Background: an optimization exercise with open tools, aiming at small area, a short achievable clock period and few clock cycles. Do not read the settings as production practice. Where RTL was checked, it was by simulation tests only, not by an equivalence proof against the original. No functional check of the RTL was part of run 6. Power and IR drop assume default switching activity.

===== design/flow/design.v =====
`default_nettype none
package elx_pkg;
  localparam logic [1:0] RUN_NONE  = 2'd0;
  localparam logic [1:0] RUN_NUM   = 2'd1;
  localparam logic [1:0] RUN_LOWER = 2'd2;
  localparam logic [1:0] RUN_UPPER = 2'd3;
  localparam logic [3:0] TK_LPAREN   = 4'd0;
  localparam logic [3:0] TK_RPAREN   = 4'd1;
  localparam logic [3:0] TK_MUL      = 4'd2;
  localparam logic [3:0] TK_DIV      = 4'd3;
  localparam logic [3:0] TK_ADD      = 4'd4;
  localparam logic [3:0] TK_SUB      = 4'd5;
  localparam logic [3:0] TK_MOD      = 4'd6;
  localparam logic [3:0] TK_ASSIGN   = 4'd7;
  localparam logic [3:0] TK_NUMBER   = 4'd8;
  localparam logic [3:0] TK_PRINT    = 4'd9;
  localparam logic [3:0] TK_READ     = 4'd10;
  localparam logic [3:0] TK_VARIABLE = 4'd11;
  localparam logic [3:0] TK_FUNCTION = 4'd12;
  localparam logic [3:0] TK_ERROR    = 4'd13;
  localparam logic [7:0] CH_SPACE  = 8'h20;
  localparam logic [7:0] CH_NL     = 8'h0A;
  localparam logic [7:0] CH_LPAREN = 8'h28;
  localparam logic [7:0] CH_RPAREN = 8'h29;
  localparam logic [7:0] CH_STAR   = 8'h2A;
  localparam logic [7:0] CH_SLASH  = 8'h2F;
  localparam logic [7:0] CH_PLUS   = 8'h2B;
  localparam logic [7:0] CH_MINUS  = 8'h2D;
  localparam logic [7:0] CH_PCT    = 8'h25;
  localparam logic [7:0] CH_EQ     = 8'h3D;
  localparam logic [39:0] KW_PRINT = 40'h74_6E69_7270;
  localparam logic [31:0] KW_READ  = 32'h6461_6572;
  localparam logic [30:0] VALUE_MAX = '1;
  localparam logic [30:0] SAT_EDGE  = 31'd214748364;
endpackage
`default_nettype wire
`default_nettype none
module expression_lexer_core #(
  parameter int MAX_NAME_CHARS = 8,
  parameter int LINE_BITS      = 16
) (
  input  logic        clk,
  input  logic        rst_n,
  input  logic        in_valid,
  output logic        in_stall,
  input  logic [7:0]  in_char_code,
  input  logic        in_end_of_source,
  output logic        out_valid,
  input  logic        out_stall,
  output logic [3:0]  out_token_kind,
  output logic [30:0] out_number_value,
  output logic [63:0] out_name_chars,
  output logic [3:0]  out_name_length,
  output logic        out_name_truncated,
  output logic        out_number_overflow,
  output logic [15:0] out_line_number,
  output logic        out_last_of_run
);
  localparam logic [1:0] RUN_NONE  = elx_pkg::RUN_NONE;
  localparam logic [1:0] RUN_NUM   = elx_pkg::RUN_NUM;
  localparam logic [1:0] RUN_LOWER = elx_pkg::RUN_LOWER;
  localparam logic [1:0] RUN_UPPER = elx_pkg::RUN_UPPER;
  function automatic logic [1:0] byte_class(input logic [7:0] c);
    if (c >= 8'h30 && c <= 8'h39)      byte_class = RUN_NUM;
    else if (c >= 8'h61 && c <= 8'h7A) byte_class = RUN_LOWER;
    else if (c >= 8'h41 && c <= 8'h5A) byte_class = RUN_UPPER;
    else                               byte_class = RUN_NONE;
  endfunction
  function automatic logic [3:0] sym_kind(input logic [7:0] c);
    case (c)
      elx_pkg::CH_LPAREN: sym_kind = elx_pkg::TK_LPAREN;
      elx_pkg::CH_RPAREN: sym_kind = elx_pkg::TK_RPAREN;
      elx_pkg::CH_STAR:   sym_kind = elx_pkg::TK_MUL;
      elx_pkg::CH_SLASH:  sym_kind = elx_pkg::TK_DIV;
      elx_pkg::CH_PLUS:   sym_kind = elx_pkg::TK_ADD;
      elx_pkg::CH_MINUS:  sym_kind = elx_pkg::TK_SUB;
      elx_pkg::CH_PCT:    sym_kind = elx_pkg::TK_MOD;
      elx_pkg::CH_EQ:     sym_kind = elx_pkg::TK_ASSIGN;
      default:            sym_kind = elx_pkg::TK_ERROR;
    endcase
  endfunction
  localparam int IBW = 13;
  logic           ib_v0_r, ib_v1_r;
  logic [IBW-1:0] ib_d0_r, ib_d1_r;
  logic [IBW-1:0] in_word;
  logic [1:0]     in_cls;
  logic           accept;
  logic           pop;
  assign in_stall = ib_v1_r;
  assign accept   = in_valid & ~ib_v1_r;
  assign in_cls   = byte_class(in_char_code);
  assign in_word  = {in_char_code == elx_pkg::CH_NL, in_cls == RUN_UPPER, in_cls == RUN_LOWER,
                     in_cls == RUN_NUM, in_end_of_source, in_char_code};
  always_ff @(posedge clk) begin
    if (!rst_n) begin
      ib_v0_r <= 1'b0;
      ib_v1_r <= 1'b0;
    end else if (pop) begin
      ib_v0_r <= ib_v1_r | accept;
      ib_v1_r <= ib_v1_r & accept;
    end else begin
      ib_v0_r <= ib_v0_r | accept;
      ib_v1_r <= ib_v1_r | (ib_v0_r & accept);
    end
  end
  always_ff @(posedge clk) begin
    if (pop) begin
      ib_d0_r <= ib_v1_r ? ib_d1_r : in_word;
    end else if (!ib_v0_r) begin
      ib_d0_r <= in_word;
    end
    if ((pop ? ib_v1_r : ib_v0_r) && accept) begin
      ib_d1_r <= in_word;
    end
  end
  logic [1:0]  mode_r;       
  logic        fin_r;        
  logic [30:0] vb_r;         
  logic        ovf_r;        
  logic [63:0] nb_r;         
  logic [3:0]  len_r;        
  logic        trunc_r;      
  logic [15:0] line_r;       
  logic        pend_r;       
  logic        sl_v_r;       
  logic [3:0]  sl_k_r;
  logic        o_v_r;        
  logic [3:0]  o_kind_r;
  logic        o_last_r;
  logic        o_num_r;      
  logic [7:0]  o_lane_r;     
  logic [7:0] b;
  logic       eos;
  logic [1:0] cls;
  logic       cont, flush_a, sym, newrun, same_regs;
  logic       o_free, split, close, wait_sl, bs, sel_r;
  logic       is_num, is_low, is_up, is_nl, is_run;
  assign b         = ib_d0_r[7:0];
  assign eos       = ib_d0_r[8];
  assign is_num    = ib_d0_r[9];
  assign is_low    = ib_d0_r[10];
  assign is_up     = ib_d0_r[11];
  assign is_nl     = ib_d0_r[12];
  assign is_run    = is_num | is_low | is_up;
  assign cls       = {is_low | is_up, is_num | is_up};
  assign cont      = (is_num & (mode_r == RUN_NUM)) | (is_low & (mode_r == RUN_LOWER))
                   | (is_up & (mode_r == RUN_UPPER));
  assign flush_a   = ~cont && (mode_r != RUN_NONE);
  assign sym       = ~is_run && (b != elx_pkg::CH_SPACE) && ~is_nl;
  assign newrun    = is_run && ~cont;
  assign same_regs = (is_low | is_up) & mode_r[1];
  assign o_free  = ~o_v_r | ~out_stall;
  assign split   = ib_v0_r & flush_a & newrun & (eos | same_regs);
  assign close   = fin_r | split;
  assign wait_sl = sl_v_r & newrun & eos;
  assign bs      = o_free & ib_v0_r & ~close & ~wait_sl;
  assign pop     = bs;
  assign sel_r   = fin_r | (ib_v0_r & flush_a);
  logic        sat;
  logic [30:0] acc10;
  assign sat   = (vb_r > elx_pkg::SAT_EDGE) || (vb_r == elx_pkg::SAT_EDGE && b[3:0] > 4'd7);
  assign acc10 = {vb_r[27:0], 3'b000} + {vb_r[29:0], 1'b0} + {27'd0, b[3:0]};
  always_ff @(posedge clk) begin
    if (bs) begin
      if (newrun) begin
        if (cls == RUN_NUM) begin
          vb_r  <= {27'd0, b[3:0]};
          ovf_r <= 1'b0;
        end else begin
          nb_r[7:0] <= b;
          len_r     <= 4'd1;
          trunc_r   <= 1'b0;
        end
      end else if (cont) begin
        if (mode_r == RUN_NUM) begin
          vb_r  <= sat ? elx_pkg::VALUE_MAX : acc10;
          ovf_r <= ovf_r | sat;
        end else if (len_r[3]) begin
          trunc_r <= 1'b1;
        end else begin
          len_r <= len_r + 4'd1;
        end
      end
    end
  end
  always_ff @(posedge clk) begin
    for (int i = 1; i < 8; i++) begin
      if (len_r == 4'(i)) nb_r[8*i +: 8] <= b;
    end
  end
  always_ff @(posedge clk) begin
    if (!rst_n) begin
      mode_r <= RUN_NONE;
      fin_r  <= 1'b0;
    end else if (o_free) begin
      if (close) begin
        mode_r <= RUN_NONE;
        fin_r  <= 1'b0;
      end else if (bs) begin
        if (cont) begin
          fin_r <= eos;
        end else begin
          mode_r <= eos ? RUN_NONE : cls;
        end
      end
    end
  end
  logic       kw_print, kw_read, r_name;
  logic [3:0] r_kind;
  logic [7:0] r_lane;
  assign kw_print = (len_r == 4'd5) && (nb_r[39:0] == elx_pkg::KW_PRINT) && !trunc_r;
  assign kw_read  = (len_r == 4'd4) && (nb_r[31:0] == elx_pkg::KW_READ) && !trunc_r;
  assign r_name   = mode_r[1] && !(mode_r == RUN_LOWER && (kw_print || kw_read));
  always_comb begin
    case (mode_r)
      RUN_NUM:   r_kind = elx_pkg::TK_NUMBER;
      RUN_UPPER: r_kind = elx_pkg::TK_FUNCTION;
      default:   r_kind = kw_print ? elx_pkg::TK_PRINT
                        : kw_read  ? elx_pkg::TK_READ : elx_pkg::TK_VARIABLE;
    endcase
    for (int i = 0; i < 8; i++) r_lane[i] = r_name && (len_r > 4'(i));
  end
  logic [3:0] b_kind;
  always_comb begin
    case (cls)
      RUN_NUM:   b_kind = elx_pkg::TK_NUMBER;
      RUN_LOWER: b_kind = elx_pkg::TK_VARIABLE;
      RUN_UPPER: b_kind = elx_pkg::TK_FUNCTION;
      default:   b_kind = sym_kind(b);
    endcase
  end
  always_ff @(posedge clk) begin
    if (!rst_n) begin
      o_v_r  <= 1'b0;
      sl_v_r <= 1'b0;
      line_r <= 16'd1;
      pend_r <= 1'b0;
    end else if (o_free) begin
      o_v_r  <= close | sl_v_r | (bs & (flush_a | sym | (newrun & eos)));
      sl_v_r <= bs & sym & (sl_v_r | flush_a);
      if (line_r != 16'hFFFF) line_r <= line_r + 16'(pend_r);
      pend_r <= bs & is_nl;
    end
  end
  always_ff @(posedge clk) begin
    if (o_free) begin
      sl_k_r <= sym_kind(b);
      if (sel_r) begin
        o_kind_r <= r_kind;
        o_last_r <= fin_r | ~(sym | (newrun & eos));
        o_num_r  <= (mode_r == RUN_NUM);
        o_lane_r <= r_lane;
      end else if (sl_v_r) begin
        o_kind_r <= sl_k_r;
        o_last_r <= 1'b1;
        o_num_r  <= 1'b0;
        o_lane_r <= 8'd0;
      end else begin
        o_kind_r <= b_kind;
        o_last_r <= 1'b1;
        o_num_r  <= (cls == RUN_NUM);
        o_lane_r <= {7'd0, cls[1]};
      end
    end
  end
  always_comb begin
    for (int i = 0; i < 8; i++) out_name_chars[8*i +: 8] = nb_r[8*i +: 8] & {8{o_lane_r[i]}};
  end
  assign out_valid           = o_v_r;
  assign out_token_kind      = o_kind_r;
  assign out_number_value    = vb_r & {31{o_num_r}};
  assign out_name_length     = len_r & {4{o_lane_r[0]}};
  assign out_name_truncated  = trunc_r & o_lane_r[0];
  assign out_number_overflow = ovf_r & o_num_r;
  assign out_line_number     = line_r;
  assign out_last_of_run     = o_last_r;
endmodule
`default_nettype wire

===== design/flow/flow/run.sh =====
#!/bin/bash
# Standard synthesis unchanged, then the standard layout with every port
# buffered by a buf_2 (instead of the delay buffer buffer_ports picks).
set -euo pipefail
bash standard.sh synth > synth.log 2>&1
bash standard.sh "BUFFER_PORTS_ARGS=-buffer_cell sky130_fd_sc_hd__buf_2" finish > layout.log 2>&1

===== design/flow/standard.sh =====
#!/bin/bash
# synth_recipe.tcl (not shown) runs the flow's synth.tcl, then flattens the netlist and writes it again
# the make line also repeats each setting of config.mk as NAME=value (left out here)
make -C /OpenROAD-flow-scripts/flow DESIGN_CONFIG=/design/flow/config.mk WORK_HOME=/design/flow/orfs CLKGATE_MAP_FILE= SYNTH_SCRIPT=/design/flow/synth_recipe.tcl "${@:-finish}"

===== design/flow/config.mk =====
export PLATFORM = sky130hd
export DESIGN_NAME = expression_lexer_core
export DESIGN_NICKNAME = expression_lexer_core
export VERILOG_FILES = /design/flow/design.v
export SDC_FILE = /design/flow/constraint.sdc
export NUM_CORES = 4
export LEC_CHECK = 0
export ABC_AREA = 1
export CAP_MARGIN = 20
export CORE_MARGIN = 2
export CORE_UTILIZATION = 40
export SETUP_SLACK_MARGIN = 4.2
export SLEW_MARGIN = 20

===== design/flow/constraint.sdc =====
create_clock -name core_clock -period 7.0 [get_ports {clk}]
set_input_delay 1.4000 -clock core_clock [delete_from_list [all_inputs] [get_ports {clk}]]
set_output_delay 1.4000 -clock core_clock [all_outputs]
set_load 0.01 [all_outputs]

==> results of run 1 <==
## layer usage
| metal | vias to the layer above | share of wire | global-route usage |
|---|---|---|---|
| met5 | - | 0 | 0 |
| met4 | 0 | 0.028 | 0.0662 |
| met3 | 42 | 0.063 | 0.0405 |
| met2 | 296 | 0.44 | 0.310 |
| met1 | 4200 | 0.47 | 0.289 |
| li1 | 4615 | - | - |
## metrics by stage
step                      instances  power [uW]
after global routing           1837        3140
after floorplan                1334        1750
after detailed placement       1780        1980
after CTS                      1821        2980
final                          1837        2980
after global placement         1780        1970
## repair_timing
action                                 4_1_cts  5_1_grt
endpoints found under the hold margin        0        0
gates cloned                                 1        0
gates resized for setup                      3       10
pin swaps                                    2        6
setup buffers                                8       16
setup endpoints to repair                  106       69
hold buffers                                 0        0
## critical path: stages, from the launching register on
cell	delay, ns
edfxtp_1	0.47
buf_12	0.20
nand2_1	0.07
inv_1	0.06
buf_2	0.14
## sequential cells by signal, summed over array words and instances, names as in the netlist, 2 cells and up
| signal | cells |
|---|---|
| o_lane_r | 8 |
| ib_d1_r | 13 |
| o_kind_r | 4 |
| len_r | 4 |
| vb_r | 31 |
| mode_r | 2 |
| nb_r | 64 |
| sl_k_r | 4 |
| line_r | 16 |
| ib_d0_r | 13 |
## cell families (layout without fill, tap and decap cells)
family,after synthesis,count (layout),synth area share
buffers and inverters,261,428,0.0960
adders and majority gates,65,65,0.0789
AOI/OAI and AO/OA,121,121,0.0633
DFF,169,169,0.461
and+or+nand+nor,692,693,0.279
xor gates and xnor gates,26,26,0.0217
## worst paths after layout
| path | start | endpoint | cells past startpoint |
|---|---|---|---|
| worst max-delay path | o_num_r | out_number_value[5] | 4 |
| worst min-delay path | pend_r | pend_r | 2 |
| worst max register to register | vb_r[0] | vb_r[27] | 14 |
| worst min register to register | pend_r | pend_r | 2 |
## layout make-up
type / count / share of cell area
inverters: 235 / 0.0711
flip-flops and latches: 169 / 0.390
clock inverters: 15 / 0.0151
clock buffers: 17 / 0.0343
repair buffers: 161 / 0.0739
well taps: 335 / 0.0338
multi-input cells: 905 / 0.382
## layout by cell type (no fill, tap or decap), types with 5 or more instances in the layout
| cell type | n |
|---|---|
| nor2_1 | 113 |
| a21oi_1 | 58 |
| xor2_1 | 17 |
| dfxtp_1 | 24 |
| inv_1 | 228 |
| ha_1 | 62 |
| buf_4 | 20 |
| nand3_1 | 67 |
| xnor2_1 | 9 |
| nor3_1 | 21 |
| buf_2 | 136 |
| inv_2 | 7 |
| nand3_2 | 5 |
| nand3b_1 | 8 |
| nand2_1 | 413 |
| clkbuf_16 | 17 |
| nand4_1 | 33 |
| o21ai_2 | 8 |
| edfxtp_1 | 145 |
| o21ai_0 | 40 |
| nand2_2 | 6 |
## power breakdown
part / switching (uW) / internal (uW) / leakage (uW)
combinational: 482 / 254 / 0.00452
sequential: 76.2 / 1190 / 0.00156
clock: 406 / 569 / 0.000294
total: 965 / 2020 / 0.00637
==> flow_metrics.tcl, run 1 <==
set metrics [dict create \
    max_cap_viol_count 0 \
    first_pass_iters 8 \
    drive_gt1_frac 0.160 \
    dieArea_um2 27500 \
    cp.required_ns 5.60 \
    core_um2 25900 \
    worstSetupStartpointType "flip-flop" \
    synthCells 1334 \
    multi_input_area_um2 4740 \
    hold_slack_ns 0.477 \
    final_area_um2 12400 \
    p_leak_uw 0.00637 \
    synth-edff-count 145 \
    fin_crit_sh 0.396 \
    portBuffers 136 \
    htreeDepth 4 \
    grt_max_degree 32 \
    finalWorstSetupSlack_ns 4.22 \
    drc 0 \
    dp_slack_ns 3.53 \
    dieHeight_um 166 \
    grt_pass1_vias 8450 \
    setup-tns-final_ns 0 \
    powerDensity_nw_per_um2 240 \
    rsz0062_at_grt "yes" \
    io_pins 137 \
    synth.distinct_cells 39 \
    rows 59 \
    clock_latency_ns 0.43 \
    status "complete, no violations" \
    max_slew.worst_pin.slew_ns 0.702 \
    ys_seq_elements 169 \
    cts.sinks 169 \
    vias_per_cell 4.98 \
    syn_avg_cell_area_um2 7.87 \
    wl_um 27800 \
    dieWidth_um 166 \
    nNetsFinal 1567 \
    yosysSeqAreaShare 0.461 \
    drt_iter0_markers 659 \
    fmax_mhz 360 \
    fin_worst_skew_ns 0.0106 \
    cts_buffers 17 \
    hp-class "reg -> reg" \
    initial_core_util 0.405 \
    fin_util 0.479 \
    synthDominantCellAreaShare 0.415 \
    grt_use_total 0.203 \
    netlist_area_um2 10500 \
    fin_crit_ns 2.78 \
    ff2ff_setup_slack_ns 4.34 \
    wl_per_cell_um 15.1 \
    final-hold-violation-count 0 \
    ys.flop_type "edfxtp_1" \
    async_flop_share 0 \
    clockRootBuffer "clkbuf_16" \
    ant_nets 0 \
    fillers 2509 \
    antenna_found_initial 0 \
    yosys_warnings 1 \
    synth_most_common_cell "nand2_1" \
    crit_type "reg -> out" \
    register_area_um2 4830 \
    synth_nets 1412 \
    grt_pass1_wl_um 44600 \
    slew-limit-headroom 0.531 \
    vias 9153 \
    synth.area.top_cells "edfxtp_1 (41%), nand2_1 (15%), inv_1 (8.2%), ha_1 (7.5%), dfxtp_1 (4.6%)" \
    path_max_fanout 16 \
    slew_violations 0 \
    gp_congestion 0.891 \
    yosysTopAreaCell "edfxtp_1" \
    placed_area_um2 11500 \
    endpoint_kind "primary output" \
    grt-ovfl-total 0 \
    clock_path_buffers 2 \
    worstPathArrival_ns 1.38 \
    ir_worst_vdd_v 0.000138 \
    syn_to_final_growth_pct 18.2 \
    synth_common_cells "nand2_1 (418), inv_1 (229), edfxtp_1 (145)" \
    cts_tree "done" \
    path_clk_slew_ns 0.07 \
    diodes 0 \
    hpwl_um 20700 \
    final-setup-viol-count 0 \
]
Testbench counts, summed over its fixed seeds: cycles 24,069.
==> run 2, diff against run 1 <==
--- a/design/flow/config.mk
+++ b/design/flow/config.mk
@@ -5,7 +5,6 @@
 export SDC_FILE = /design/flow/constraint.sdc
 export NUM_CORES = 4
 export LEC_CHECK = 0
-export ABC_AREA = 1
 export CAP_MARGIN = 20
 export CORE_MARGIN = 2
 export CORE_UTILIZATION = 40
==> run 2 against run 1 <==
Largest cell class is now multi-input gates. Clock skew increased by 0.0022 ns. Clock power down 5.3%. Synthesized cell count decreased by 34%.
==> flow_metrics.tcl, run 2 <==
set metrics [dict create \
    htreeDepth 4 \
    worstSetupStartpointType "flip-flop" \
    timing.rr.end "vb_r[30]" \
    slew-limit-headroom 0.409 \
    setup-tns-final_ns 0 \
    core_um2 23500 \
    fin_crit_sh 0.458 \
    dieWidth_um 159 \
    wl_um 24900 \
    nNetsFinal 1122 \
    dieHeight_um 159 \
    cts_tree "done" \
    crit_type "reg -> reg" \
    synth.area.top_cells "edfxtp_1 (45%), ha_1 (8.2%), and2_1 (7.9%), dfxtp_1 (5.0%), a21oi_1 (3.2%)" \
    final_common_cell "edfxtp_1" \
    max_cap_viol_count 0 \
    vias 7435 \
    cts_buffers 17 \
    ys.flop_type "edfxtp_1" \
    clock_path_buffers 2 \
    largest_register_ffs 64 \
    fin_worst_skew_ns 0.0128 \
    path_buf_inv 1 \
    yosysSeqAreaShare 0.503 \
    portBuffers 136 \
    synth.distinct_cells 72 \
    max_stage_delay_ns 0.53 \
    synth_most_common_cell "edfxtp_1" \
    initial_core_util 0.408 \
    hold-path-endpoint "line_r[15]" \
    cp.required_ns 7.18 \
    worstPathArrival_ns 3.39 \
    dieArea_um2 25300 \
    ant_nets 0 \
    syn_avg_cell_area_um2 11.0 \
    max_slew.worst_pin.slew_ns 0.877 \
    clock_latency_ns 0.44 \
    slew_violations 0 \
    path_max_fanout 3 \
    cts.sinks 169 \
    final-setup-viol-count 0 \
    gp_congestion 0.879 \
    p_leak_uw 0.00487 \
    register_area_um2 4840 \
    synth-edff-count 145 \
    fin_crit_ns 3.21 \
    grt_max_degree 43 \
    r2r-start "vb_r[0]" \
    multi_input_area_um2 5070 \
    ff2ff_setup_slack_ns 3.79 \
    met3_usage 0.0362 \
    diodes 0 \
    grt_pass1_vias 6834 \
    ir_worst_vdd_v 0.000170 \
    syn_to_final_growth_pct 25.2 \
    hpwl_um 16000 \
    synth_nets 952 \
    endpoint_kind "flip-flop" \
    powerDensity_nw_per_um2 205 \
    grt_pass1_wl_um 38300 \
    top_register "nb_r" \
    yosys_warnings 1 \
    grt_use_total 0.190 \
    drt_iter0_markers 467 \
    synthCells 874 \
    hold_start "line_r[15]" \
    netlist_area_um2 9610 \
    vias_per_cell 5.40 \
    hp-class "reg -> reg" \
    most-common-layout-cells "edfxtp_1 (145), buf_2 (134), and2_1 (118)" \
    rr_worst_depth 10 \
    fmax_mhz 312 \
    holdPathStages 2 \
    grt-ovfl-total 0 \
    first_pass_iters 5 \
    slowest_stage "fa_2" \
    globalRouteMet2Util 0.305 \
    hold_slack_ns 0.517 \
    rsz0062_at_grt "yes" \
    antenna_found_initial 0 \
    clockRootBuffer "clkbuf_16" \
    io_pins 137 \
    crit_top_cell "fa_2" \
    gr-usage-met1 0.263 \
    drive_gt1_frac 0.298 \
    largest_registers "nb_r x64, vb_r x31, line_r x16" \
    wl_per_cell_um 18.1 \
    rows 56 \
    crit_family "compound AO/OA/AOI/OAI gates" \
    ys_seq_elements 169 \
    timing.critical_path.cells "fa_2, fa_2, a211oi_4, o21ai_2, a2111oi_4, buf_4, nor3_2, nor4_2, o211a_1, nor3_1" \
    path_clk_slew_ns 0.07 \
    synth_common_cells "edfxtp_1 (145), and2_1 (122), ha_1 (63)" \
    synthDominantCellAreaShare 0.453 \
    hold_buffers 0 \
    fillers 2127 \
    yosysTopAreaCell "edfxtp_1" \
    final-hold-violation-count 0 \
    status "complete, no violations" \
    drc 0 \
    top_usage_layer "met2" \
    async_flop_share 0 \
]
[run 2: cell type report]
| class | instances | area share |
|---|---|---|
| timing repair inverter | 1 | 0.000416 |
| multi-input combinational | 654 | 0.421 |
| inverter | 23 | 0.00790 |
| timing repair buffer | 178 | 0.0869 |
| sequential | 169 | 0.402 |
| clock buffer | 17 | 0.0353 |
| clock inverter | 15 | 0.0127 |
| tap | 319 | 0.0332 |
[run 2: power breakdown]
part	internal, uW	switching (uW)
clock	475	449
sequential	1140	42.9
combinational	152	207
[run 2: worst register-to-register path: stages (launching register included)]
cell and delay, ns:
edfxtp_1 0.47, fa_2 0.53, fa_2 0.40, a211oi_4 0.26
o21ai_2 0.12, a2111oi_4 0.45, buf_4 0.21, nor3_2 0.05
nor4_2 0.22, o211a_1 0.20, nor3_1 0.06
[run 2: cells by family after synthesis]
group	Yosys count	synth area share
compound gates	177	0.119
xor+xnor	38	0.0346
fa+ha+maj	66	0.0872
buf+inv	54	0.0239
flops	169	0.503
mux	19	0.0256
simple gates	351	0.207
[run 2: metal layers]
metal | up-vias | share of wire
li1 | 3577 | -
met1 | 3599 | 0.46
met2 | 224 | 0.47
met3 | 35 | 0.048
met4 | 0 | 0.021
met5 | - | 0
[run 2: per-stage QoR]
step	power, uW	instance area, um2	setup slack (ns)	util	instances
floorplan	1400	9740	3.96	-	874
global placement	1500	10700	3.33	0.454	1299
detailed placement	1500	10700	3.26	0.454	1299
CTS	2450	11600	3.86	0.491	1352
global route	2560	12000	3.66	0.511	1376
finish	2470	12000	3.79	0.511	1376
[run 2: worst max path at each step]
stage	start	endpoint	slack, ns	cells past startpoint
finish	vb_r[0]	vb_r[30]	3.79	10
global route	vb_r[0]	vb_r[30]	3.66	10
CTS	ib_d0_r[3]	vb_r[30]	3.86	10
detailed placement	ib_d0_r[3]	vb_r[30]	3.26	9
global placement	ib_d0_r[3]	vb_r[28]	3.33	9
floorplan	ib_d0_r[3]	vb_r[28]	3.96	9
[run 2: timing repair]
| action | 4_1_cts | 5_1_grt |
|---|---|---|
| cloned | 4 | 0 |
| gates resized for setup | 34 | 61 |
| setup buffers | 17 | 24 |
| pin swaps | 24 | 28 |
| endpoints found under the setup margin | 137 | 56 |
==> run 3, diff against run 2 <==
--- a/design/flow/config.mk
+++ b/design/flow/config.mk
@@ -8,5 +8,5 @@
 export CAP_MARGIN = 20
 export CORE_MARGIN = 2
 export CORE_UTILIZATION = 40
-export SETUP_SLACK_MARGIN = 4.2
+export SETUP_SLACK_MARGIN = 3.6
 export SLEW_MARGIN = 20
==> run 3 against run 2 <==
Still clean on timing, DRC and antenna. Final area down 6.4%. Sequential power hardly changed. Synthesized cell count stayed put. Critical path type unchanged.
==> flow_metrics.tcl, run 3 <==
set metrics [dict create \
    ant_nets 0 \
    endpoint_kind "flip-flop" \
    initial_core_util 0.408 \
    synthAdderAreaFrac 0.0872 \
    ir_worst_vdd_v 0.000165 \
    cts.sinks 169 \
    yosys_warnings 1 \
    vias 7126 \
    synth_compound_area_frac 0.119 \
    first_pass_iters 5 \
    slew_violations 0 \
    wl_met1_um 11200 \
    top_register "nb_r" \
    fin_crit_sh 0.464 \
    synth_top_family_by_area "simple AND/OR/NAND/NOR gates" \
    wl_um 22900 \
    drt_iter0_markers 497 \
    synthCells 874 \
    synth_xor_xnor_area_share 0.0346 \
    fin_crit_ns 3.25 \
    largest_registers "nb_r x64, vb_r x31, line_r x16" \
    powerDensity_nw_per_um2 215 \
    cts_tree "done" \
    vias_per_cell 5.33 \
    dieWidth_um 159 \
    fin_worst_skew_ns 0.0130 \
    finalWorstSetupSlack_ns 3.75 \
    async_flop_share 0 \
    path_max_fanout 4 \
    nNetsFinal 1084 \
    fmax_mhz 308 \
    worstSetupStartpointType "flip-flop" \
    largest_register_ffs 64 \
    synth.area.top_cells "edfxtp_1 (45%), ha_1 (8.2%), and2_1 (7.9%), dfxtp_1 (5.0%), a21oi_1 (3.2%)" \
    wl_per_cell_um 17.1 \
    wl_met2_um 10400 \
    fillers 2243 \
    core_um2 23500 \
    setup-tns-final_ns 0 \
    synth_most_common_cell "edfxtp_1" \
    slew-limit-headroom 0.377 \
    clockRootBuffer "clkbuf_16" \
    status "complete, no violations" \
    final_common_cell "edfxtp_1" \
    gp_congestion 0.845 \
    clkPwrFrac 0.390 \
    htreeDepth 4 \
    hold_buffers 0 \
    placed_area_um2 10600 \
    grt_use_total 0.184 \
    yosysSeqAreaShare 0.503 \
    hp-class "reg -> reg" \
    ys.flop_type "edfxtp_1" \
    p_leak_uw 0.00462 \
    worstPathArrival_ns 3.41 \
    dp_slack_ns 3.10 \
    p_switching_uw 675 \
    syn_avg_cell_area_um2 11.0 \
    final-setup-viol-count 0 \
    crit_type "reg -> reg" \
    final-hold-violation-count 0 \
    antenna_found_initial 0 \
    ys_seq_elements 169 \
    routed.top_layer "met4" \
    most-common-layout-cells "edfxtp_1 (145), buf_2 (136), and2_1 (122)" \
    synth_nets 952 \
    grt_pass1_wl_um 37300 \
    rows 56 \
    rsz0062_at_grt "yes" \
    dieArea_um2 25300 \
    synthMuxAreaShare 0.0256 \
    drc 0 \
    path_clk_slew_ns 0.08 \
    dr_wl_met3_um 1050 \
    drive_gt1_frac 0.207 \
    syn_to_final_growth_pct 17.1 \
    grt-ovfl-total 0 \
    cts_buffers 17 \
    power.total_uw 2420 \
    portBuffers 136 \
    synth-edff-count 145 \
    clock_latency_ns 0.43 \
    io_pins 137 \
    clock_path_buffers 2 \
    grt_max_degree 42 \
    diodes 0 \
    max_slew.worst_pin.slew_ns 0.935 \
    swShare 0.279 \
    synthSimpleGateAreaFrac 0.207 \
    cp.required_ns 7.16 \
    synth.distinct_cells 72 \
    dieHeight_um 159 \
    yosysTopAreaCell "edfxtp_1" \
    seqPwrFrac 0.493 \
    hpwl_um 16200 \
    grt_pass1_vias 6823 \
    power_frac_comb 0.118 \
    max_cap_viol_count 0 \
    netlist_area_um2 9610 \
    synth_common_cells "edfxtp_1 (145), and2_1 (122), ha_1 (63)" \
    final_area_um2 11300 \
    synthDominantCellAreaShare 0.453 \
    p_int_uw 1740 \
]
[run 3: cell counts after synthesis]
Identical to the previous run, type by type.
[run 3: area by class of cell]
| type | instances | area [um2] | area share |
|---|---|---|---|
| clock inverter | 15 | 176 | 0.0157 |
| sequential | 169 | 4830 | 0.429 |
| timing repair buffer | 144 | 741 | 0.0658 |
| inverter | 23 | 95.1 | 0.00844 |
| multi-input combinational | 651 | 4590 | 0.408 |
| tap | 319 | 399 | 0.0354 |
| clock buffer | 17 | 425 | 0.0378 |
[run 3: final timing paths]
path                                 start    endpoint  slack, ns  depth (start not counted)
worst max-delay path               vb_r[0]    vb_r[28]       3.75                         10
worst min-delay path            line_r[13]  line_r[13]       0.51                          2
worst max register to register     vb_r[0]    vb_r[28]       3.75                         10
worst min register to register  line_r[13]  line_r[13]       0.51                          2
[run 3: logic make-up after synthesis]
group,Yosys count
adders and majority gates,66
xor gates and xnor gates,38
DFF,169
buffers and inverters,54
AOI/OAI and AO/OA,177
muxes,19
and+or+nand+nor,351
[run 3: per-layer routing]
layer / track usage / vias up
li1: - / 3504
met1: 0.265 / 3433
met2: 0.282 / 173
met3: 0.0331 / 16
met4: 0.0570 / 0
met5: 0 / -
[run 3: metrics by stage]
step / hold WS (ns) / cells / utilization
2_1_floorplan: 0.475 / 874 / -
5_1_grt: 0.572 / 1338 / 0.478
4_1_cts: 0.517 / 1336 / 0.477
3_5_place_dp: 0.504 / 1300 / 0.449
6_report: 0.512 / 1338 / 0.478
3_3_place_gp: 0.495 / 1300 / 0.449
[run 3: worst max-delay path: stages (launching register included)]
cell	delay, ns
edfxtp_1	0.47
fa_1	0.56
fa_2	0.44
a211oi_2	0.26
o21ai_1	0.14
a2111oi_2	0.31
buf_4	0.18
nor4b_1	0.06
o31ai_1	0.30
xor2_1	0.18
a21oi_1	0.08
[run 3: power groups by stage]
stage / combinational, uW / clock (uW) / sequential (uW)
finish: 284 / 942 / 1190
global route: 317 / 1010 / 1200
CTS: 285 / 962 / 1190
detailed placement: 272 / 0 / 1220
global placement: 270 / 0 / 1220
floorplan: 204 / 0 / 1190
[run 3: timing repair]
action	CTS	global route
resized for setup	3	5
pin swaps	1	3
setup endpoints to repair	27	9
setup buffers	4	2
==> run 4, diff against run 3 <==
--- a/design/flow/design.v
+++ b/design/flow/design.v
@@ -115,11 +115,9 @@
   end
   logic [1:0]  mode_r;       
   logic        fin_r;        
-  logic [30:0] vb_r;         
-  logic        ovf_r;        
-  logic [63:0] nb_r;         
+  logic [63:0] x_r;          
   logic [3:0]  len_r;        
-  logic        trunc_r;      
+  logic        flag_r;       
   logic [15:0] line_r;       
   logic        pend_r;       
   logic        sl_v_r;       
@@ -132,7 +130,7 @@
   logic [7:0] b;
   logic       eos;
   logic [1:0] cls;
-  logic       cont, flush_a, sym, newrun, same_regs;
+  logic       cont, flush_a, sym, newrun;
   logic       o_free, split, close, wait_sl, bs, sel_r;
   logic       is_num, is_low, is_up, is_nl, is_run;
   assign b         = ib_d0_r[7:0];
@@ -148,9 +146,8 @@
   assign flush_a   = ~cont && (mode_r != RUN_NONE);
   assign sym       = ~is_run && (b != elx_pkg::CH_SPACE) && ~is_nl;
   assign newrun    = is_run && ~cont;
-  assign same_regs = (is_low | is_up) & mode_r[1];
   assign o_free  = ~o_v_r | ~out_stall;
-  assign split   = ib_v0_r & flush_a & newrun & (eos | same_regs);
+  assign split   = ib_v0_r & flush_a & newrun;
   assign close   = fin_r | split;
   assign wait_sl = sl_v_r & newrun & eos;
   assign bs      = o_free & ib_v0_r & ~close & ~wait_sl;
@@ -158,34 +155,33 @@
   assign sel_r   = fin_r | (ib_v0_r & flush_a);
   logic        sat;
   logic [30:0] acc10;
-  assign sat   = (vb_r > elx_pkg::SAT_EDGE) || (vb_r == elx_pkg::SAT_EDGE && b[3:0] > 4'd7);
-  assign acc10 = {vb_r[27:0], 3'b000} + {vb_r[29:0], 1'b0} + {27'd0, b[3:0]};
-  always_ff @(posedge clk) begin
+  assign sat   = (x_r[30:0] > elx_pkg::SAT_EDGE)
+              || (x_r[30:0] == elx_pkg::SAT_EDGE && b[3:0] > 4'd7);
+  assign acc10 = {x_r[27:0], 3'b000} + {x_r[29:0], 1'b0} + {27'd0, b[3:0]};
+  always_ff @(posedge clk) begin
+    for (int i = 1; i < 8; i++) begin
+      if (len_r == 4'(i)) x_r[8*i +: 8] <= b;
+    end
     if (bs) begin
       if (newrun) begin
-        if (cls == RUN_NUM) begin
-          vb_r  <= {27'd0, b[3:0]};
-          ovf_r <= 1'b0;
+        flag_r <= 1'b0;
+        if (is_num) begin
+          x_r[30:0] <= {27'd0, b[3:0]};
+          len_r     <= 4'd0;
         end else begin
-          nb_r[7:0] <= b;
-          len_r     <= 4'd1;
-          trunc_r   <= 1'b0;
+          x_r[7:0] <= b;
+          len_r    <= 4'd1;
         end
       end else if (cont) begin
         if (mode_r == RUN_NUM) begin
-          vb_r  <= sat ? elx_pkg::VALUE_MAX : acc10;
-          ovf_r <= ovf_r | sat;
+          x_r[30:0] <= sat ? elx_pkg::VALUE_MAX : acc10;
+          flag_r    <= flag_r | sat;
         end else if (len_r[3]) begin
-          trunc_r <= 1'b1;
+          flag_r <= 1'b1;
         end else begin
           len_r <= len_r + 4'd1;
         end
       end
-    end
-  end
-  always_ff @(posedge clk) begin
-    for (int i = 1; i < 8; i++) begin
-      if (len_r == 4'(i)) nb_r[8*i +: 8] <= b;
     end
   end
   always_ff @(posedge clk) begin
@@ -208,8 +204,8 @@
   logic       kw_print, kw_read, r_name;
   logic [3:0] r_kind;
   logic [7:0] r_lane;
-  assign kw_print = (len_r == 4'd5) && (nb_r[39:0] == elx_pkg::KW_PRINT) && !trunc_r;
-  assign kw_read  = (len_r == 4'd4) && (nb_r[31:0] == elx_pkg::KW_READ) && !trunc_r;
+  assign kw_print = (len_r == 4'd5) && (x_r[39:0] == elx_pkg::KW_PRINT) && !flag_r;
+  assign kw_read  = (len_r == 4'd4) && (x_r[31:0] == elx_pkg::KW_READ) && !flag_r;
   assign r_name   = mode_r[1] && !(mode_r == RUN_LOWER && (kw_print || kw_read));
   always_comb begin
     case (mode_r)
@@ -264,14 +260,14 @@
     end
   end
   always_comb begin
-    for (int i = 0; i < 8; i++) out_name_chars[8*i +: 8] = nb_r[8*i +: 8] & {8{o_lane_r[i]}};
+    for (int i = 0; i < 8; i++) out_name_chars[8*i +: 8] = x_r[8*i +: 8] & {8{o_lane_r[i]}};
   end
   assign out_valid           = o_v_r;
   assign out_token_kind      = o_kind_r;
-  assign out_number_value    = vb_r & {31{o_num_r}};
+  assign out_number_value    = x_r[30:0] & {31{o_num_r}};
   assign out_name_length     = len_r & {4{o_lane_r[0]}};
-  assign out_name_truncated  = trunc_r & o_lane_r[0];
-  assign out_number_overflow = ovf_r & o_num_r;
+  assign out_name_truncated  = flag_r & o_lane_r[0];
+  assign out_number_overflow = flag_r & o_num_r;
   assign out_line_number     = line_r;
   assign out_last_of_run     = o_last_r;
 endmodule
--- a/design/flow/config.mk
+++ b/design/flow/config.mk
@@ -5,8 +5,9 @@
 export SDC_FILE = /design/flow/constraint.sdc
 export NUM_CORES = 4
 export LEC_CHECK = 0
+export ABC_AREA = 1
 export CAP_MARGIN = 20
 export CORE_MARGIN = 2
 export CORE_UTILIZATION = 40
-export SETUP_SLACK_MARGIN = 3.6
+export SETUP_SLACK_MARGIN = 3.9
 export SLEW_MARGIN = 20
==> run 4 against run 3 <==
Critical path type unchanged. Sequential share of layout area down 12 points. Still clean on timing, DRC and antenna. Routed wire length up 32%. Global-route usage up 4.3 points. Setup slack better by 0.28 ns. Largest cell class is now multi-input gates. Highest routed layer unchanged. Hold slack worse by 0.032 ns.
==> flow_metrics.tcl, run 4 <==
set metrics [dict create \
    synthDominantCellAreaShare 0.267 \
    cts_buffers 17 \
    drc 0 \
    clock_latency_ns 0.43 \
    hold_start "pend_r" \
    synth_nets 1599 \
    path_clk_slew_ns 0.06 \
    startpoint "x_r[0]" \
    grt_pass1_vias 8905 \
    syn_to_final_growth_pct 15.9 \
    dieHeight_um 163 \
    hold_slack_ns 0.480 \
    ys.flop_type "edfxtp_1" \
    dieWidth_um 163 \
    worstPathArrival_ns 3.11 \
    largest_registers "x_r x64, line_r x16" \
    fin_crit_sh 0.423 \
    r2r-start "x_r[0]" \
    rows 58 \
    fin_worst_skew_ns 0.0118 \
    synth.area.top_cells "edfxtp_1 (27%), nand2_1 (20%), inv_1 (11%), dfxtp_1 (9.3%), ha_1 (7.8%)" \
    ys_seq_elements 137 \
    setup-tns-final_ns 0 \
    synth_common_cells "nand2_1 (540), inv_1 (285), nor2_1 (156)" \
    wl_um 30100 \
    path_max_fanout 5 \
    cts_tree "done" \
    drive_gt1_frac 0.115 \
    initial_core_util 0.404 \
    final_common_cell "nand2_1" \
    yosysTopAreaCell "edfxtp_1" \
    grt_use_total 0.227 \
    top_register "x_r" \
    synth-edff-count 90 \
    hpwl_um 23300 \
    grt-ovfl-total 0 \
    holdPathStages 2 \
    hp-class "reg -> reg" \
    yosysSeqAreaShare 0.360 \
    hold_buffers 0 \
    diodes 0 \
    register_area_um2 3640 \
    endpoint_kind "flip-flop" \
    wl_per_cell_um 15.1 \
    first_pass_iters 7 \
    ant_nets 0 \
    multi_input_area_um2 5280 \
    drt_iter0_markers 628 \
    hold-path-endpoint "pend_r" \
    clock_path_buffers 2 \
    fin_crit_ns 2.96 \
    fillers 2596 \
    synthCells 1521 \
    io_pins 137 \
    async_flop_share 0 \
    synth.distinct_cells 41 \
    yosys_warnings 1 \
    most-common-layout-cells "nand2_1 (540), inv_1 (285), nor2_1 (154)" \
    max_slew.worst_pin.slew_ns 0.835 \
    portBuffers 136 \
    slew-limit-headroom 0.441 \
    core_um2 25000 \
    rsz0062_at_grt "no" \
    syn_avg_cell_area_um2 6.66 \
    ff2ff_setup_slack_ns 4.04 \
    worstSetupStartpointType "flip-flop" \
    grt_max_degree 28 \
    htreeDepth 4 \
    timing.rr.end "x_r[7]" \
    nNetsFinal 1732 \
    final-setup-viol-count 0 \
    antenna_found_initial 0 \
    cts.sinks 137 \
    netlist_area_um2 10100 \
    gp_congestion 0.908 \
    powerDensity_nw_per_um2 340 \
    final-hold-violation-count 0 \
    max_cap_viol_count 0 \
    synth_most_common_cell "nand2_1" \
    fmax_mhz 337 \
    cp.required_ns 7.15 \
    rr_worst_depth 10 \
    dieArea_um2 26600 \
    vias_per_cell 4.93 \
    vias 9843 \
    p_leak_uw 0.00657 \
    ir_worst_vdd_v 0.000160 \
    largest_register_ffs 64 \
    crit_type "reg -> reg" \
    grt_pass1_wl_um 47200 \
    fin_util 0.469 \
    slew_violations 0 \
    status "complete, no violations" \
    finalWorstSetupSlack_ns 4.04 \
    clockRootBuffer "clkbuf_16" \
    dp_slack_ns 3.40 \
]
==> run 4: changes by cell type after synthesis, moves of 15 or more <==
cell      previous run  this run
and2_1             122         4
nand2_1             48       540
dfxtp_1             24        47
nand3_1             25        86
edfxtp_1           145        90
nand4_1              9        24
nor2_1              51       156
inv_1               22       285
==> run 4: timing repair <==
item	in CTS	in global routing
buffers inserted	2	0
cloned	0	0
setup endpoints to repair	48	22
gates resized for setup	1	2
==> run 4: power breakdown <==
part	internal (uW)	switching, uW
Clock	504	392
Combinational	632	1170
Sequential	1010	284
Total	2150	1840
==> run 4: area by class of cell <==
class                   count  area share
flip-flops and latches    137       0.311
multi-input cells        1066       0.450
inverters                 290      0.0928
clock inverters            15      0.0135
repair buffers            142      0.0619
clock buffers              17      0.0363
well taps                 330      0.0352
==> run 4: how the worst max path moves through the flow <==
stage | cells after the start | slack [ns] | to
after floorplan | 6 | 3.93 | ib_d1_r[0]
after global placement | 7 | 3.44 | ib_d1_r[1]
after detailed placement | 7 | 3.40 | ib_d1_r[2]
after CTS | 6 | 3.93 | x_r[1]
after global routing | 15 | 3.91 | x_r[16]
final | 10 | 4.04 | x_r[7]
==> run 4: cells by family after synthesis <==
| kind of cell | count (synthesis) | synth area share |
|---|---|---|
| AOI/OAI and AO/OA | 121 | 0.0666 |
| and+or+nand+nor | 855 | 0.350 |
| xor gates and xnor gates | 25 | 0.0216 |
| DFF | 137 | 0.360 |
| adders and majority gates | 65 | 0.0818 |
| buffers and inverters | 318 | 0.121 |
==> run 4: per-layer routing <==
layer / part of all wire / routed length, um / track usage
met4: 0.016 / 491 / 0.0531
met2: 0.46 / 13800 / 0.373
met5: 0 / 0 / 0
met1: 0.47 / 14000 / 0.314
met3: 0.060 / 1820 / 0.0361
==> run 4: metrics by stage <==
stage	std cells	area, um2	total power, uW
2_1_floorplan	1521	10100	2500
5_1_grt	1997	11700	4300
6_report	1997	11700	3990
3_3_place_gp	1963	11100	3070
3_5_place_dp	1963	11100	3090
4_1_cts	1997	11700	3990
==> run 4: worst max-delay path: stages (launching register included) <==
cell	delay [ns]
edfxtp_1	0.52
inv_1	0.16
fa_1	0.61
inv_1	0.06
ha_1	0.30
nand3_1	0.07
nand3_1	0.21
nand2_1	0.13
nand2_1	0.12
o21ai_0	0.33
o211ai_1	0.16
Testbench counts of run 4, summed over its fixed seeds: cycles 24,069.
==> run 5, diff against run 4 <==
--- a/design/flow/config.mk
+++ b/design/flow/config.mk
@@ -8,6 +8,6 @@
 export ABC_AREA = 1
 export CAP_MARGIN = 20
 export CORE_MARGIN = 2
-export CORE_UTILIZATION = 40
-export SETUP_SLACK_MARGIN = 3.9
+export CORE_UTILIZATION = 65
+export SETUP_SLACK_MARGIN = 4.2
 export SLEW_MARGIN = 20
==> run 5 against run 4 <==
Still clean on timing, DRC and antenna. Via count increased by 5.0%. Routed wire length shrank 3.4%. Fmax increased by 7.3%. Sequential share of layout area hardly changed. Utilization up 30 points. Power fell by 0.41%. Combinational power grew 3%. Clock skew up 0.00078 ns. Setup slack better by 0.20 ns. Die area decreased by 38%. Flip-flop and latch count stayed put. Synthesized cell count unchanged. Largest power group unchanged.
==> flow_metrics.tcl, run 5 <==
set metrics [dict create \
    setup-tns-final_ns 0 \
    clockRootBuffer "clkbuf_16" \
    grt_use_total 0.345 \
    final_common_cell "nand2_1" \
    timing.critical_path.cells "buf_12, nand2_1, inv_1, buf_2" \
    dieWidth_um 129 \
    cp.required_ns 5.60 \
    vias 10335 \
    most-common-layout-cells "nand2_1 (538), inv_1 (280), nor2_1 (152)" \
    ff2ff_setup_slack_ns 4.38 \
    status "complete, no violations" \
    io_pins 137 \
    path_buf_inv 3 \
    cts_buffers 17 \
    worstPathArrival_ns 1.36 \
    portBuffers 136 \
    hpwl_um 21000 \
    largest_register_ffs 64 \
    stdcell_count 1875 \
    syn_avg_cell_area_um2 6.66 \
    dieArea_um2 16600 \
    synth-edff-count 90 \
    max_slew.worst_pin.slew_ns 0.700 \
    async_flop_share 0 \
    largest_registers "x_r x64, line_r x16" \
    drc 0 \
    fmax_mhz 362 \
    ys_seq_elements 137 \
    path_clk_slew_ns 0.07 \
    synth.area.top_cells "edfxtp_1 (27%), nand2_1 (20%), inv_1 (11%), dfxtp_1 (9.3%), ha_1 (7.8%)" \
    synth_most_common_cell "nand2_1" \
    path_max_fanout 16 \
    wl_per_cell_um 15.5 \
    fin_crit_ns 2.76 \
    synth.distinct_cells 41 \
    powerDensity_nw_per_um2 338 \
    yosysSeqAreaShare 0.360 \
    clock_latency_ns 0.42 \
    ir_worst_vdd_v 0.000242 \
    max_stage_delay_ns 0.48 \
    cts.sinks 137 \
    yosysTopAreaCell "edfxtp_1" \
    cts_tree "done" \
    fin_crit_sh 0.395 \
    syn_to_final_growth_pct 16.1 \
    first_pass_iters 6 \
    endpoint_kind "primary output" \
    worstSetupStartpointType "flip-flop" \
    dieHeight_um 129 \
    synthDominantCellAreaShare 0.267 \
    clock_path_buffers 2 \
    rows 45 \
    max_cap_viol_count 0 \
    placed_area_um2 10900 \
    ant_nets 0 \
    nNetsFinal 1752 \
    slew-limit-headroom 0.532 \
    top_register "x_r" \
    core_um2 15200 \
    ys.flop_type "edfxtp_1" \
    dp_slack_ns 3.49 \
    dp_cells 1818 \
    drt_iter0_markers 1045 \
    crit_type "reg -> out" \
    grt_max_degree 28 \
    drive_gt1_frac 0.139 \
    fillers 1192 \
    yosys_warnings 1 \
    netlist_area_um2 10100 \
    final_area_um2 11800 \
    gp_congestion 0.967 \
    synthCells 1521 \
    grt_pass1_wl_um 44700 \
    htreeDepth 4 \
    grt_pass1_vias 9232 \
    vias_per_cell 5.51 \
    synth_common_cells "nand2_1 (540), inv_1 (285), nor2_1 (156)" \
    antenna_found_initial 0 \
    initial_core_util 0.666 \
    diodes 0 \
    crit_family "flip-flops" \
    hold_buffers 0 \
    slew_violations 0 \
    hold_slack_ns 0.481 \
    finalWorstSetupSlack_ns 4.24 \
    p_leak_uw 0.00664 \
    slowest_stage "edfxtp_1" \
    final-setup-viol-count 0 \
    grt-ovfl-total 0 \
    wl_um 29100 \
    synth_nets 1599 \
    rsz0062_at_grt "yes" \
    final-hold-violation-count 0 \
    hp-class "reg -> reg" \
    fin_worst_skew_ns 0.0126 \
]
==> run 5: cell counts after synthesis <==
Identical to the previous run, type by type.
==> run 5: cell families after synthesis <==
logic type	after synthesis	share of synthesized area
buf+inv	318	0.121
simple gates	855	0.350
fa+ha+maj	65	0.0818
compound gates	121	0.0666
flops	137	0.360
xor+xnor	25	0.0216
==> run 5: layout make-up <==
class                   count  area, um2  share of cell area
clock inverters            14        115             0.00979
multi-input cells        1067       5340               0.454
clock buffers              18        429              0.0365
inverters                 290       1090              0.0929
flip-flops and latches    137       3650               0.311
repair buffers            161        888              0.0756
well taps                 188        235              0.0200
==> run 5: power breakdown <==
part           switching (uW)  internal, uW
Sequential                265          1020
Combinational            1200           665
Clock                     369           461
Total                    1830          2150
==> run 5: path summary, 6_finish.rpt <==
check              from              endpoint  cells after the start
max             o_num_r  out_number_value[13]                      4
min reg2reg  line_r[15]            line_r[15]                      2
max reg2reg   mode_r[0]               x_r[23]                      7
min          line_r[15]            line_r[15]                      2
==> run 5: per-layer routing <==
metal	up-vias	routed length (um)	share of wire	track usage
met5	-	0	0	0
met4	0	1340	0.046	0.160
met3	109	2560	0.088	0.0524
met2	552	13600	0.47	0.580
met1	4600	11600	0.40	0.441
li1	5074	-	-	-
==> run 5: worst register-to-register path: cells and delay by family, from the launching register on <==
| family | cells | cell delay, ns |
|---|---|---|
| AOI/OAI and AO/OA | 1 | 0.60 |
| buffers and inverters | 1 | 0.51 |
| DFF | 1 | 0.42 |
| and+or+nand+nor | 5 | 0.99 |
==> run 5: per-stage QoR <==
stage / util / total power (uW)
final: 0.773 / 3980
after global routing: 0.773 / 4250
after CTS: 0.761 / 3880
after detailed placement: 0.720 / 3030
after global placement: 0.720 / 2990
after floorplan: - / 2500
==> run 5: repair_timing <==
item	CTS	global route
endpoints found under the hold margin	0	0
endpoints found under the setup margin	73	57
resized for setup	2	23
gates cloned	0	1
buffers inserted	6	18
==> run 6, diff against run 5 <==
--- a/design/flow/design.v
+++ b/design/flow/design.v
@@ -109,7 +109,7 @@
     end else if (!ib_v0_r) begin
       ib_d0_r <= in_word;
     end
-    if ((pop ? ib_v1_r : ib_v0_r) && accept) begin
+    if (!ib_v1_r) begin
       ib_d1_r <= in_word;
     end
   end
--- a/design/flow/config.mk
+++ b/design/flow/config.mk
@@ -8,6 +8,6 @@
 export ABC_AREA = 1
 export CAP_MARGIN = 20
 export CORE_MARGIN = 2
-export CORE_UTILIZATION = 65
+export CORE_UTILIZATION = 40
 export SETUP_SLACK_MARGIN = 4.2
 export SLEW_MARGIN = 20
==> run 6 against run 5 <==
Routed wire length is 9.2% higher. Setup slack better by 0.0059 ns. Highest routed layer unchanged. Cell count is 7.2% higher. Flip-flop and latch count stayed put.
==> flow_metrics.tcl, run 6 <==
set metrics [dict create \
    synth-edff-count 77 \
    io_pins 137 \
    largest_register_ffs 64 \
    synthCells 1512 \
    max_stage_delay_ns 0.48 \
    nNetsFinal 1745 \
    slowest_stage "edfxtp_1" \
    worstPathArrival_ns 1.36 \
    ant_nets 0 \
    dieHeight_um 163 \
    worstSetupStartpointType "flip-flop" \
    path_buf_inv 3 \
    crit_family "flip-flops" \
    synth.area.top_cells "edfxtp_1 (23%), nand2_1 (19%), dfxtp_1 (12%), inv_1 (9.9%), ha_1 (7.8%)" \
    holdPathStages 2 \
    top_register "x_r" \
    power_frac_comb 0.449 \
    final_area_um2 12000 \
    cts.sinks 137 \
    path_clk_slew_ns 0.07 \
    hpwl_um 23800 \
    hp-class "reg -> reg" \
    htreeDepth 4 \
    max_cap_viol_count 0 \
    endpoint_kind "primary output" \
    p_leak_uw 0.00665 \
    ys_seq_elements 137 \
    cp.required_ns 5.60 \
    dieWidth_um 163 \
    netlist_area_um2 10100 \
    timing.critical_path.cells "buf_4, nand2_1, inv_1, buf_2" \
    cts_tree "done" \
    status "complete, no violations" \
    crit_cells 4 \
    first_pass_iters 5 \
    clockRootBuffer "clkbuf_16" \
    r2r-start "ib_d0_r[3]" \
    finalWorstSetupSlack_ns 4.24 \
    portBuffers 136 \
    max_slew.worst_pin.slew_ns 0.697 \
    clock_latency_ns 0.43 \
    final-hold-violation-count 0 \
    dieArea_um2 26500 \
    drc 0 \
    ir_worst_vdd_v 0.000211 \
    syn_avg_cell_area_um2 6.67 \
    core_um2 25000 \
    hold_start "ib_d1_r[11]" \
    fin_crit_sh 0.394 \
    yosysTopAreaCell "edfxtp_1" \
    initial_core_util 0.404 \
    final_common_cell "nand2_1" \
    final-setup-viol-count 0 \
    rr_worst_depth 14 \
    startpoint "x_r[1]" \
    synth_common_cells "nand2_1 (511), inv_1 (266), nor2_1 (146)" \
    fin_crit_ns 2.76 \
    seqPwrFrac 0.322 \
    grt_max_degree 31 \
    gp_congestion 0.915 \
    placed_area_um2 11000 \
    hold_buffers 0 \
    synth_most_common_cell "nand2_1" \
    ys.flop_type "edfxtp_1" \
    diodes 0 \
    rsz0062_at_grt "yes" \
    synth_nets 1590 \
    wl_um 31700 \
    synthDominantCellAreaShare 0.229 \
    p_switching_uw 1870 \
    slew-limit-headroom 0.533 \
    synth.distinct_cells 44 \
    drt_iter0_markers 853 \
    grt_use_total 0.237 \
    yosysSeqAreaShare 0.348 \
    cts_buffers 17 \
    stdcell_count 2010 \
    most-common-layout-cells "nand2_1 (506), inv_1 (262), nor2_1 (144)" \
    p_int_uw 2140 \
    async_flop_share 0 \
    crit_type "reg -> out" \
    clock_path_buffers 2 \
    drive_gt1_frac 0.160 \
    grt_pass1_vias 9036 \
    grt-ovfl-total 0 \
    fmax_mhz 363 \
    slew_violations 0 \
    wl_per_cell_um 15.8 \
    powerDensity_nw_per_um2 334 \
    path_max_fanout 4 \
    swShare 0.466 \
    rows 58 \
    dp_cells 1948 \
    clkPwrFrac 0.228 \
    syn_to_final_growth_pct 19.0 \
    vias_per_cell 5.06 \
    dp_slack_ns 3.22 \
    yosys_warnings 1 \
    vias 10169 \
    antenna_found_initial 0 \
    setup-tns-final_ns 0 \
    largest_registers "x_r x64, line_r x16" \
    fin_worst_skew_ns 0.0123 \
    grt_pass1_wl_um 48600 \
]
## run 6: changes by cell type in the layout (fill, tap and decap cells not counted), sizes merged, moves of 5 or more
cell	change
nand2	-20
o21bai	+6
edfxtp	-13
a21oi	-8
inv	-16
nand4	+6
nand3	-6
buf	+6
dfxtp	+13
xor2	-5
o21ai	+29
## run 6: layout make-up
cell class	instances	area, um2
tap	330	413
timing repair buffer	167	945
clock inverter	15	185
sequential	137	3530
multi-input combinational	1070	5470
inverter	274	1030
fill	2557	13000
clock buffer	17	425
## run 6: logic make-up after synthesis
family	share of synthesized area
DFF	0.348
AOI/OAI and AO/OA	0.0836
adders and majority gates	0.0822
xor gates and xnor gates	0.0182
and+or+nand+nor	0.348
buffers and inverters	0.119
## run 6: power groups by stage
stage	sequential [uW]	combinational [uW]	clock, uW
final	1290	1800	915
after global routing	1300	2030	956
after CTS	1290	1740	923
after detailed placement	1340	1650	0
after global placement	1340	1630	0
after floorplan	1160	1260	0
## run 6: worst register-to-register path: cells and delay by family, from the launching register on
kind,cells,cell delay (ns)
fa+ha+maj,2,0.66
buf+inv,2,0.17
flops,1,0.52
simple gates,10,1.26
## run 6: worst paths after layout
kind,to,slack (ns)
hold reg to reg,ib_d1_r[11],0.47
setup / recovery,out_name_chars[1],4.24
hold / removal,ib_d1_r[11],0.47
setup reg to reg,x_r[29],4.27
## run 6: repair_timing
| item | CTS | global route |
|---|---|---|
| setup endpoints to repair | 103 | 62 |
| hold endpoints to repair | 0 | 0 |
| setup buffers | 13 | 16 |
| pin swaps | 1 | 5 |
| gates cloned | 1 | 0 |
| gates resized for setup | 11 | 30 |
## run 6: metrics by stage
stage          total power (uW)   util  hold slack, ns
4_1_cts                    3950  0.472           0.469
5_1_grt                    4290  0.481           0.501
3_5_place_dp               2990  0.441           0.453
6_report                   4010  0.481           0.468
3_3_place_gp               2970  0.441           0.441
2_1_floorplan              2410      -           0.425
## run 6: per-layer routing
| layer | wire, um | vias up | track usage |
|---|---|---|---|
| met2 | 14700 | 348 | 0.383 |
| met5 | 0 | - | 0 |
| li1 | - | 5088 | - |
| met1 | 14300 | 4698 | 0.325 |
| met4 | 680 | 0 | 0.0668 |
| met3 | 1980 | 35 | 0.0418 |
==> run 7, diff against run 6 <==
--- a/design/flow/design.v
+++ b/design/flow/design.v
@@ -109,7 +109,7 @@
     end else if (!ib_v0_r) begin
       ib_d0_r <= in_word;
     end
-    if (!ib_v1_r) begin
+    if ((pop ? ib_v1_r : ib_v0_r) && accept) begin
       ib_d1_r <= in_word;
     end
   end
==> run 7 against run 6 <==
Die area up 0.42%. Critical path depth unchanged. Synthesized cell count up 0.60%. Area after synthesis up 0.43%. Hold slack better by 0.0043 ns. Via count down 2.0%. Clock skew down 0.00059 ns. Combinational power up 2%. Setup slack better by 0.055 ns. Register-to-register slack better by 0.06 ns. Largest power group unchanged.
==> flow_metrics.tcl, run 7 <==
set metrics [dict create \
    slew-limit-headroom 0.533 \
    syn_avg_cell_area_um2 6.66 \
    cts_tree "done" \
    drt_iter0_markers 724 \
    fmax_mhz 370 \
    worstPathArrival_ns 1.30 \
    cts.sinks 137 \
    p_leak_uw 0.00664 \
    powerDensity_nw_per_um2 333 \
    core_um2 25000 \
    cts_buffers 17 \
    grt_pass1_vias 9013 \
    async_flop_share 0 \
    hold_start "pend_r" \
    vias 9962 \
    holdPathStages 2 \
    path_clk_slew_ns 0.06 \
    path_buf_inv 3 \
    portBuffers 136 \
    wl_per_cell_um 15.0 \
    htreeDepth 4 \
    endpoint_kind "primary output" \
    synthDominantCellAreaShare 0.267 \
    largest_registers "x_r x64, line_r x16" \
    fin_crit_sh 0.386 \
    rows 58 \
    dp_slack_ns 3.38 \
    drc 0 \
    rr_worst_depth 14 \
    path_max_fanout 8 \
    dieWidth_um 163 \
    io_pins 137 \
    timing.rr.end "x_r[25]" \
    final-setup-viol-count 0 \
    gp_congestion 0.906 \
    synthCells 1521 \
    final_common_cell "nand2_1" \
    multi_input_area_um2 5310 \
    grt_pass1_wl_um 46900 \
    fillers 2609 \
    wl_um 30200 \
    fin_crit_ns 2.70 \
    clock_path_buffers 2 \
    synth_common_cells "nand2_1 (540), inv_1 (285), nor2_1 (156)" \
    antenna_found_initial 0 \
    drive_gt1_frac 0.134 \
    grt-ovfl-total 0 \
    largest_register_ffs 64 \
    timing.critical_path.cells "buf_12, nand2_1, inv_1, buf_2" \
    initial_core_util 0.404 \
    hpwl_um 23300 \
    max_cap_viol_count 0 \
    netlist_area_um2 10100 \
    nNetsFinal 1751 \
    synth-edff-count 90 \
    synth.area.top_cells "edfxtp_1 (27%), nand2_1 (20%), inv_1 (11%), dfxtp_1 (9.3%), ha_1 (7.8%)" \
    dieHeight_um 163 \
    vias_per_cell 4.95 \
    slew_violations 0 \
    first_pass_iters 5 \
    max_stage_delay_ns 0.43 \
    yosys_warnings 1 \
    most-common-layout-cells "nand2_1 (538), inv_1 (282), nor2_1 (153)" \
    ff2ff_setup_slack_ns 4.33 \
    grt_max_degree 28 \
    final-hold-violation-count 0 \
    synth_most_common_cell "nand2_1" \
    crit_type "reg -> out" \
    ys_seq_elements 137 \
    fin_worst_skew_ns 0.0117 \
    setup-tns-final_ns 0 \
    ir_worst_vdd_v 0.000189 \
    clock_latency_ns 0.42 \
    top_register "x_r" \
    cp.required_ns 5.60 \
    synth.distinct_cells 41 \
    worstSetupStartpointType "flip-flop" \
    dieArea_um2 26600 \
    rsz0062_at_grt "yes" \
    register_area_um2 3650 \
    grt_use_total 0.226 \
    clockRootBuffer "clkbuf_16" \
    crit_family "flip-flops" \
    r2r-start "ib_d0_r[3]" \
    max_slew.worst_pin.slew_ns 0.698 \
    yosysTopAreaCell "edfxtp_1" \
    hold-path-endpoint "pend_r" \
    hp-class "reg -> reg" \
    ys.flop_type "edfxtp_1" \
    synth_nets 1599 \
    syn_to_final_growth_pct 17.4 \
    diodes 0 \
    yosysSeqAreaShare 0.360 \
    finalWorstSetupSlack_ns 4.30 \
    status "complete, no violations" \
    slowest_stage "edfxtp_1" \
    ant_nets 0 \
]
==> run 7: changes by cell type after synthesis, moves of 5 or more <==
cell and delta:
nand2_1 +29, o21ai_0 -29, inv_1 +19, dfxtp_1 -13
edfxtp_1 +13, nand2_2 -11, nor2_1 +10, a21oi_1 +8
nand3_1 +7, nand4_1 -6, o21bai_1 -6, nor2_2 -5
xor2_1 +5
==> run 7: layer usage <==
metal  vias to the layer above  track usage  part of all wire
met4                         0       0.0692             0.024
met2                       308        0.367              0.46
met1                      4531        0.309              0.46
li1                       5077            -                 -
met5                         -            0                 0
met3                        46       0.0391             0.062
==> run 7: what timing repair did <==
action                     CTS  global route
setup endpoints to repair   86            65
setup buffers                9            13
resized for setup            2            18
hold buffers                 0             0
==> run 7: worst max path at each step <==
| stage | from | cells past startpoint | slack, ns | endpoint |
|---|---|---|---|---|
| after global placement | out_stall | 8 | 3.48 | line_r[2] |
| after detailed placement | out_stall | 8 | 3.38 | line_r[2] |
| final | o_lane_r[0] | 4 | 4.30 | out_name_chars[6] |
| after floorplan | out_stall | 6 | 4.31 | ib_d1_r[0] |
| after global routing | ib_d0_r[3] | 13 | 4.17 | x_r[26] |
| after CTS | ib_d0_r[3] | 14 | 4.17 | x_r[16] |
==> run 7: layout make-up <==
| cell class | instances | share of cell area |
|---|---|---|
| Multi-Input combinational cell | 1066 | 0.447 |
| Sequential cell | 137 | 0.307 |
| Inverter | 290 | 0.0921 |
| Timing Repair Buffer | 161 | 0.0744 |
| Clock buffer | 18 | 0.0361 |
| Tap cell | 330 | 0.0347 |
| Clock inverter | 12 | 0.00873 |
==> run 7: worst min-delay path, cell delays in order, from the launching register on <==
cell,delay [ns]
dfxtp_1,0.31
nand2_1,0.06
a21oi_1,0.06
==> run 7: through the flow <==
stage / utilization / cell area [um2] / instances / hold WS [ns] / total power, uW
final: 0.475 / 11900 / 2014 / 0.472 / 3960
after global routing: 0.475 / 11900 / 2014 / 0.491 / 4260
after CTS: 0.470 / 11800 / 2001 / 0.473 / 3930
after detailed placement: 0.445 / 11100 / 1962 / 0.464 / 3070
after global placement: 0.445 / 11100 / 1962 / 0.464 / 3060
after floorplan: - / 10100 / 1521 / 0.449 / 2500
==> run 7: where the power goes <==
group | switching (uW) | internal (uW)
clock network | 349 | 482
logic | 1180 | 659
registers | 266 | 1020
==> run 7: cell families after synthesis <==
family / Yosys count / synth area share
AND/OR/NAND/NOR: 855 / 0.350
buffers and inverters: 318 / 0.121
flip-flops: 137 / 0.360
XOR/XNOR: 25 / 0.0216
adder cells (fa/ha/maj): 65 / 0.0818
AO/OA/AOI/OAI: 121 / 0.0666
Testbench counts of run 7, summed over its fixed seeds: cycles 24,069.

afterwards: timing with drivers on the ports:
The results above use ideal ports. As a check the final layouts listed here were re-extracted and re-timed, cells and wires unchanged. Step 1: set_driving_cell puts a clkbuf_16 on clk and a buf_2 on each other input, an assumption about the parent block. Step 2 also shifts input and output timing later by t, the mid clock arrival at the registers, as if the neighbouring blocks saw the same clock. Three values: ideal, step 1, step 2; two values: the first two.
run	shift t [ns]	slack for setup (ns)	worst setup path at the end	pins driven straight from the clock port
run 1	0.465	4.225 / 4.180 / 3.915	input to register	1
run 2	0.475	3.792 / 3.792 / 3.792	register to register	1
run 3	0.476	3.754 / 3.732 / 3.456	input to register	1
run 4	0.469	4.037 / 4.037 / 3.809	input to register	1
run 5	0.461	4.238 / 4.196 / 3.861	input to register	1
run 6	0.475	4.244 / 4.198 / 3.842	input to register	1
run 7	0.462	4.299 / 4.253 / 3.953	input to register	1
After both steps setup and hold are still met in every run listed. The setup slack of run 6, which loses most, moves by -0.046 ns with the drivers and by -0.402 ns with both steps.
